What follows belongs to an exercise in optimizing a design on an open flow for a short achievable clock period and few clock cycles per item; a production flow would make more cautious choices. Only simulation tests tie the RTL to the original design; equivalence was not proved. Power is estimated from default activity; no workload was simulated.

Setup of harbor:
==> flow/design.v <==
module mem_issue_sched #(
  parameter int NLD = 4,
  parameter int NST = 4
) (
  input  logic        clock,
  input  logic        resetn,
  input  logic        alloc_valid,
  input  logic        alloc_store,
  input  logic [31:0] alloc_address,
  input  logic [31:0] alloc_data,
  input  logic [4:0]  alloc_dst,
  output logic        rs_lok,
  output logic        rs_sok,
  output logic        rs_free,
  output logic        mem_req,
  output logic        mem_we,
  output logic [31:0] mem_addr,
  output logic [31:0] mem_wdata,
  input  logic        mem_ack,
  input  logic [31:0] mem_rdata,
  output logic [63:0] out_databus,
  output logic        write_databus,
  output logic [4:0]  out_dst,
  output logic [31:0] out_dst_data,
  output logic        write_dst
);
  localparam int NQ = NLD + NST + 1;   
  localparam int NU = NLD + NST;
  logic        q_st   [NQ];
  logic [31:0] q_addr [NQ];
  logic [31:0] q_data [NQ];
  logic [4:0]  q_dst  [NQ];
  logic [NQ-1:0] wp_q, rp_q;           
  logic [NU-1:0]  u_q, u_d;
  logic [NLD-1:0] ld_q, ld_d;
  logic [NST-1:0] st_q, st_d;
  logic        mem_req_q, mem_we_q;
  logic [31:0] mem_addr_q, mem_wdata_q;
  logic [4:0]  hd_dst_q;
  logic        write_databus_q, write_dst_q, comp_st_q;
  logic        cmp_st_q;
  logic [31:0] cmp_addr_q, out_dst_data_q;
  logic [4:0]  out_dst_q;
  logic        rs_lok_q, rs_sok_q, rs_free_q;
  logic acc, acc_ld, acc_st, xfer, load_hd;
  logic inc_u, dec_u, inc_ld, dec_ld, inc_st, dec_st;
  logic        nx_st;
  logic [31:0] nx_addr, nx_data;
  logic [4:0]  nx_dst;
  always_comb begin
    acc    = alloc_valid & (alloc_store ? rs_sok_q : rs_lok_q);
    acc_ld = alloc_valid & ~alloc_store & rs_lok_q;
    acc_st = alloc_valid & alloc_store & rs_sok_q;
    xfer   = mem_req_q & mem_ack;
    load_hd = ~mem_req_q | mem_ack;
    inc_u  = acc & ~xfer;
    dec_u  = xfer & ~acc;
    inc_ld = acc_ld & ~write_dst_q;
    dec_ld = write_dst_q & ~acc_ld;
    inc_st = acc_st & ~comp_st_q;
    dec_st = comp_st_q & ~acc_st;
    for (int k = 0; k < NU; k++)
      u_d[k] = inc_u ? ((k == 0) ? 1'b1 : u_q[k-1])
             : dec_u ? ((k == NU - 1) ? 1'b0 : u_q[k+1])
             : u_q[k];
    for (int k = 0; k < NLD; k++)
      ld_d[k] = inc_ld ? ((k == 0) ? 1'b1 : ld_q[k-1])
              : dec_ld ? ((k == NLD - 1) ? 1'b0 : ld_q[k+1])
              : ld_q[k];
    for (int k = 0; k < NST; k++)
      st_d[k] = inc_st ? ((k == 0) ? 1'b1 : st_q[k-1])
              : dec_st ? ((k == NST - 1) ? 1'b0 : st_q[k+1])
              : st_q[k];
    nx_st   = 1'b0;
    nx_addr = '0;
    nx_data = '0;
    nx_dst  = '0;
    for (int i = 0; i < NQ; i++)
      if (rp_q[(i + NQ - 1) % NQ]) begin
        nx_st   = nx_st   | q_st[i];
        nx_addr = nx_addr | q_addr[i];
        nx_data = nx_data | q_data[i];
        nx_dst  = nx_dst  | q_dst[i];
      end
  end
  always_ff @(posedge clock) begin
    for (int i = 0; i < NQ; i++)
      if (wp_q[i]) begin
        q_st[i]   <= alloc_store;
        q_addr[i] <= alloc_address;
        q_data[i] <= alloc_data;
        q_dst[i]  <= alloc_dst;
      end
  end
  always_ff @(posedge clock) begin
    if (load_hd) begin
      if (u_q[1]) begin
        mem_we_q    <= nx_st;
        mem_addr_q  <= nx_addr;
        mem_wdata_q <= nx_data;
        hd_dst_q    <= nx_dst;
      end else begin
        mem_we_q    <= alloc_store;
        mem_addr_q  <= alloc_address;
        mem_wdata_q <= alloc_data;
        hd_dst_q    <= alloc_dst;
      end
    end
    cmp_st_q       <= mem_we_q;
    cmp_addr_q     <= mem_addr_q;
    out_dst_q      <= hd_dst_q;
    out_dst_data_q <= mem_rdata;
  end
  always_ff @(posedge clock) begin
    if (!resetn) begin
      wp_q            <= NQ'(1);
      rp_q            <= NQ'(1);
      u_q             <= '0;
      ld_q            <= '0;
      st_q            <= '0;
      mem_req_q       <= 1'b0;
      write_databus_q <= 1'b0;
      write_dst_q     <= 1'b0;
      comp_st_q       <= 1'b0;
      rs_lok_q        <= 1'b1;
      rs_sok_q        <= 1'b1;
      rs_free_q       <= 1'b1;
    end else begin
      if (acc)  wp_q <= {wp_q[NQ-2:0], wp_q[NQ-1]};
      if (xfer) rp_q <= {rp_q[NQ-2:0], rp_q[NQ-1]};
      u_q             <= u_d;
      ld_q            <= ld_d;
      st_q            <= st_d;
      mem_req_q       <= u_d[0];
      write_databus_q <= xfer;
      write_dst_q     <= xfer & ~mem_we_q;
      comp_st_q       <= xfer & mem_we_q;
      rs_lok_q        <= ~ld_d[NLD-1];
      rs_sok_q        <= ~st_d[NST-1];
      rs_free_q       <= ~ld_d[0] & ~st_d[0];
    end
  end
  assign rs_lok        = rs_lok_q;
  assign rs_sok        = rs_sok_q;
  assign rs_free       = rs_free_q;
  assign mem_req       = mem_req_q;
  assign mem_we        = mem_we_q;
  assign mem_addr      = mem_addr_q;
  assign mem_wdata     = mem_wdata_q;
  assign write_databus = write_databus_q;
  assign out_databus   = {14'h0, cmp_st_q, ~cmp_st_q, 16'h0, cmp_addr_q};
  assign write_dst     = write_dst_q;
  assign out_dst       = out_dst_q;
  assign out_dst_data  = out_dst_data_q;
endmodule
==> flow/config.mk <==
export PLATFORM = sky130hd
export DESIGN_NAME = mem_issue_sched
export DESIGN_NICKNAME = mem_issue_sched
export VERILOG_FILES = /design/flow/design.v
export SDC_FILE = /design/flow/constraint.sdc
export NUM_CORES = 4
export LEC_CHECK = 0
export CAP_MARGIN = 20
export CORE_MARGIN = 2
export CORE_UTILIZATION = 40
export SLEW_MARGIN = 20
==> flow/constraint.sdc <==
create_clock -name core_clock -period 6.5 [get_ports {clock}]
set_input_delay 1.3000 -clock core_clock [delete_from_list [all_inputs] [get_ports {clock}]]
set_output_delay 1.3000 -clock core_clock [all_outputs]
set_load 0.01 [all_outputs]
run.sh (not shown) runs the stock make flow with config.mk's settings and CLKGATE_MAP_FILE= SYNTH_SCRIPT=/design/flow/synth_recipe.tcl, a recipe that flattens the netlist after the stock synthesis.
harbor | stages: all done | timing, DRC, antenna: all pass
Testbench counts of harbor, summed over its fixed seeds: cycles 3,216, items 3,200.
Input-level comparison between ember and harbor:
- setting ABC_CLOCK_PERIOD_IN_PS to 1500 for the first time
- setting SETUP_SLACK_MARGIN to 4 for the first time
==> results.txt <==
- Layout filler cell count in ember vs harbor: up 48
- Summary — depth of the worst register-to-register path, ember relative to harbor: lower, by 1.
- met1 global-route usage, ember and harbor, lower one = harbor.
- harbor finished every stage and its layout cleared the timing, design-rule and antenna checks.
- ember went all the way through synthesis, placement and routing and the layout is clean on timing, DRC and antenna.
Here is what was changed in the inputs of raven compared with ember.
- SETUP_SLACK_MARGIN changed from 4 to 5
==> results.txt <==
Going from ember to raven, combinational power has increased, part of the total power dissipated in sequential elements saw a decrease, final area increased 0.0043 mm², wire length reported by the detailed router grew by 21%, register-to-register slack went up by 0.70 ns. Compared with ember, in raven met1 global-route usage rose by 5.2 points, clock power stayed essentially flat, final total power rose by 1.8%. First-pass GRT wire length on raven is behind ember. Number of non-clock inverters: lower on ember. raven: all stages complete, timing, DRC and antenna checks passed.

-- separate check: timing with driven ports --
The results above use ideal ports. As a check the final layouts listed here were re-extracted and re-timed, cells and wires unchanged. Step 1 (the two cells are an assumption about what drives the block):
set clk [get_ports {clock}]
set_driving_cell -lib_cell sky130_fd_sc_hd__clkbuf_16 $clk
set_driving_cell -lib_cell sky130_fd_sc_hd__buf_2 [delete_from_list [all_inputs] $clk]
Step 2 moves the port delays by t, midway between the first and last clock arrival at a register: inputs arrive t later, outputs are due t later. That takes back most of the time a late clock gives input paths. a / b / c = ideal ports / drivers / drivers and shift; a / b = the first two.
run	t, ns	setup slack, ns	worst setup path at the end	latest minus earliest clock arrival (ns)	worst data-port slew with drivers (ns)
harbor	0.696	3.448 / 3.397 / 2.787	input to register	0.024 / 0.024	0.12
ember	0.697	3.833 / 3.771 / 3.454	input to register	0.029 / 0.029	0.12
raven	0.694	3.832 / 3.765 / 3.881	input to register	0.036 / 0.035	0.12
After both steps every run listed still meets setup and hold. The setup slack of harbor, which loses most, moves by -0.051 ns with the drivers and by -0.661 ns with both steps.
